This is an optimization exercise on Yosys and OpenROAD, whose aim is small area, not a production implementation.
Function was checked by simulation only, so behaviour that the tests miss may differ from the original.
Power figures rest on the tool's default switching activity, not on a simulated workload.

## run A
// mips_cpu_bus
module mips_cpu_bus (
    input  logic        clk,
    input  logic        reset,
    output logic        active,
    output logic [31:0] register_v0,
    output logic [31:0] address,
    output logic        read,
    output logic        write,
    output logic [31:0] writedata,
    output logic [3:0]  byteenable,
    input  logic        waitrequest,
    input  logic [31:0] readdata
);
For scale: about 1800 cells after synthesis, ~140 I/O pins, about 29000 µm² of cells after synthesis.
export LEC_CHECK = 0
export CAP_MARGIN = 20
export CORE_MARGIN = 2
export CORE_UTILIZATION = 40
export SLEW_MARGIN = 20
create_clock -name core_clock -period 10.5 [get_ports {clk}]
run.sh (not shown) runs the stock make flow with config.mk's settings and CLKGATE_MAP_FILE= SYNTH_SCRIPT=/design/flow/synth_recipe.tcl, a recipe that flattens the netlist after the stock synthesis.
Run A: no failed stages, no open violations at the end
diff inputs: run A => run B
Settings: putting CTS_BUF_LIST at sky130_fd_sc_hd__clkbuf_4 where nothing was set; putting ABC_AREA at 1 where nothing was set.
==> run notes <==
- Multi-input gate share of the layout cell area came out lower on run B than on run A.
- Run comparison: run A last element of the critical path byteenable[1]; run B last element of the critical path byteenable[2]
- Run B vs run A: power share of the clock group down in run B
- In run B relative to run A, average detailed-routed wire length per instance had gone down by more than 10%.
- In the reports for run B and run A, the larger global routing usage summed across all routing layers belongs to run B.
- Sequential share of layout area ends up higher on run A.

* * *

mips_cpu_bus, a different RTL version from the one above (not shown whole).
Size: about 1800 cells after synthesis, about 0.028 mm^2 of cells after synthesis.
Design mips_cpu_bus, start of the top module:
module mips_cpu_bus (
    input  logic        clk,
    input  logic        reset,
    output logic        active,
    output logic [31:0] register_v0,
    output logic [31:0] address,
    output logic        read,
    output logic        write,
    output logic [31:0] writedata,
    output logic [3:0]  byteenable,
    input  logic        waitrequest,
    input  logic [31:0] readdata
);
export LEC_CHECK = 0
export CAP_MARGIN = 20
export CORE_MARGIN = 2
export CORE_UTILIZATION = 40
export CTS_BUF_LIST = sky130_fd_sc_hd__clkbuf_8
export CTS_CLUSTER_DIAMETER = 60
export CTS_CLUSTER_SIZE = 20
export SLEW_MARGIN = 20
export BUFFER_PORTS_ARGS = -buffer_cell sky130_fd_sc_hd__buf_1
export CTS_ARGS = -sink_clustering_enable -repair_clock_nets -buf_list sky130_fd_sc_hd__clkbuf_8 -sink_clustering_size 22 -sink_clustering_max_diameter 50 -dont_use_dummy_load
create_clock -name core_clock -period 10.5 [get_ports {clk}]
standard.sh (not shown) runs the stock make flow with config.mk's settings and CLKGATE_MAP_FILE= SYNTH_SCRIPT=/design/flow/synth_recipe.tcl, a recipe that flattens the netlist after the stock synthesis.
==> flow/flow/run.sh <==
#!/bin/bash
set -e
cat >> config.mk <<'EOT'
export BUFFER_PORTS_ARGS = -buffer_cell sky130_fd_sc_hd__buf_1
export CTS_ARGS = -sink_clustering_enable -repair_clock_nets -buf_list sky130_fd_sc_hd__clkbuf_8 -sink_clustering_size 22 -sink_clustering_max_diameter 50 -dont_use_dummy_load
EOT
bash standard.sh > standard.log 2>&1
The starting point finished clean.
Rerun with:
==> flow/flow/run.sh (replaced) <==
#!/bin/bash
set -e
cat >> config.mk <<'EOT'
export BUFFER_PORTS_ARGS = -buffer_cell sky130_fd_sc_hd__buf_1
export CTS_ARGS = -sink_clustering_enable -repair_clock_nets -buf_list sky130_fd_sc_hd__clkbuf_8 -sink_clustering_size 21 -sink_clustering_max_diameter 60 -dont_use_dummy_load
EOT
bash standard.sh > standard.log 2>&1
--- a/flow/config.mk
+++ b/flow/config.mk
@@ -16 +16 @@
-export CTS_ARGS = -sink_clustering_enable -repair_clock_nets -buf_list sky130_fd_sc_hd__clkbuf_8 -sink_clustering_size 22 -sink_clustering_max_diameter 50 -dont_use_dummy_load
+export CTS_ARGS = -sink_clustering_enable -repair_clock_nets -buf_list sky130_fd_sc_hd__clkbuf_8 -sink_clustering_size 21 -sink_clustering_max_diameter 60 -dont_use_dummy_load
What happened: Core utilization goes down by 0.23 points; register-to-register slack degrades by 0.02 ns; critical path depth does not change; fmax hardly moves.
Rerun with:
==> flow/flow/run.sh (replaced) <==
#!/bin/bash
set -e
cat >> config.mk <<'EOT'
export BUFFER_PORTS_ARGS = -buffer_cell sky130_fd_sc_hd__buf_1
export CTS_ARGS = -sink_clustering_enable -repair_clock_nets -buf_list sky130_fd_sc_hd__clkbuf_8 -sink_clustering_size 20 -sink_clustering_max_diameter 70 -dont_use_dummy_load
EOT
bash standard.sh > standard.log 2>&1
--- a/flow/config.mk
+++ b/flow/config.mk
@@ -16 +16 @@
-export CTS_ARGS = -sink_clustering_enable -repair_clock_nets -buf_list sky130_fd_sc_hd__clkbuf_8 -sink_clustering_size 21 -sink_clustering_max_diameter 60 -dont_use_dummy_load
+export CTS_ARGS = -sink_clustering_enable -repair_clock_nets -buf_list sky130_fd_sc_hd__clkbuf_8 -sink_clustering_size 20 -sink_clustering_max_diameter 70 -dont_use_dummy_load
The new run finished clean.
Global-route usage hardly moves.
Wire length came out lower by 0.46%.
Synthesized area does not change.
Via count stays flat.
Rerun with:
==> flow/flow/run.sh (replaced) <==
#!/bin/bash
set -e
cat >> config.mk <<'EOT'
export BUFFER_PORTS_ARGS = -buffer_cell sky130_fd_sc_hd__buf_1
export CTS_ARGS = -sink_clustering_enable -repair_clock_nets -buf_list sky130_fd_sc_hd__clkbuf_8 -sink_clustering_size 21 -sink_clustering_max_diameter 60 -dont_use_dummy_load
EOT
bash standard.sh > standard.log 2>&1
--- a/flow/config.mk
+++ b/flow/config.mk
@@ -13 +13 @@
-export CTS_CLUSTER_SIZE = 20
+export CTS_CLUSTER_SIZE = 21
@@ -16 +16 @@
-export CTS_ARGS = -sink_clustering_enable -repair_clock_nets -buf_list sky130_fd_sc_hd__clkbuf_8 -sink_clustering_size 20 -sink_clustering_max_diameter 70 -dont_use_dummy_load
+export CTS_ARGS = -sink_clustering_enable -repair_clock_nets -buf_list sky130_fd_sc_hd__clkbuf_8 -sink_clustering_size 21 -sink_clustering_max_diameter 60 -dont_use_dummy_load
- routed wire length grows by 0.47%
- area after synthesis stays the same
- critical path depth does not change
- global-route usage is about the same
- cell area hardly moves
- sequential cell count does not change
- core utilization barely changes
- sequential power is about the same
- first-iteration DRC count shrinks by 7.8%
- total power is about the same
- final cell count hardly moves
Rerun with:
==> flow/flow/run.sh (replaced) <==
#!/bin/bash
set -e
cat >> config.mk <<'EOT'
export BUFFER_PORTS_ARGS = -buffer_cell sky130_fd_sc_hd__buf_1
export CTS_ARGS = -sink_clustering_enable -repair_clock_nets -buf_list sky130_fd_sc_hd__clkbuf_8 -sink_clustering_size 20 -sink_clustering_max_diameter 60 -dont_use_dummy_load
EOT
bash standard.sh > standard.log 2>&1
--- a/flow/config.mk
+++ b/flow/config.mk
@@ -13 +13 @@
-export CTS_CLUSTER_SIZE = 21
+export CTS_CLUSTER_SIZE = 20
@@ -16 +16 @@
-export CTS_ARGS = -sink_clustering_enable -repair_clock_nets -buf_list sky130_fd_sc_hd__clkbuf_8 -sink_clustering_size 21 -sink_clustering_max_diameter 60 -dont_use_dummy_load
+export CTS_ARGS = -sink_clustering_enable -repair_clock_nets -buf_list sky130_fd_sc_hd__clkbuf_8 -sink_clustering_size 20 -sink_clustering_max_diameter 60 -dont_use_dummy_load
After rerunning: The changed run went through all stages and came out clean; routed wire length barely changes; total power went up by 0.31%; final cell count hardly moves; clock power is about the same; final area hardly moves; worst hold slack improved by 0.027 ns; utilization hardly moves; clock-buffer cell count went up by 2.

-- port drivers added, routing unchanged --
The flow's constraints put no driver on any port. The routed layouts listed below were extracted and timed again, unchanged, in two steps. Step 1 sets driving cells, clkbuf_16 on the clock port and buf_2 on the other inputs (assumed; they add their load-dependent delay and slew). Step 2 also shifts input and output timing later by t, the mid clock arrival at the registers, as if the neighbouring blocks saw the same clock. Three values: ideal ports, drivers, drivers and shift; two values: the first two.
| run | t, ns | setup slack, ns | clock arrival spread, ns |
|---|---|---|---|
| run A | 0.689 | 4.386 / 4.358 / 4.358 | 0.044 / 0.044 |
| run B | 1.065 | 4.233 / 4.201 / 4.201 | 0.117 / 0.117 |
| the first run of note 2 | 0.709 | 4.962 / 4.933 / 4.933 | 0.089 / 0.089 |
| the second run of note 2 | 0.695 | 4.959 / 4.929 / 4.929 | 0.098 / 0.098 |
| the third run of note 2 | 0.708 | 4.952 / 4.923 / 4.923 | 0.097 / 0.097 |
| the fourth run of note 2 | 0.695 | 4.959 / 4.929 / 4.929 | 0.098 / 0.098 |
| the fifth run of note 2 | 0.695 | 4.967 / 4.937 / 4.937 | 0.068 / 0.068 |
After both steps every run listed still meets setup and hold. For run B, which loses most, drivers alone change the setup slack by -0.032 ns; drivers and shift together by -0.032 ns.
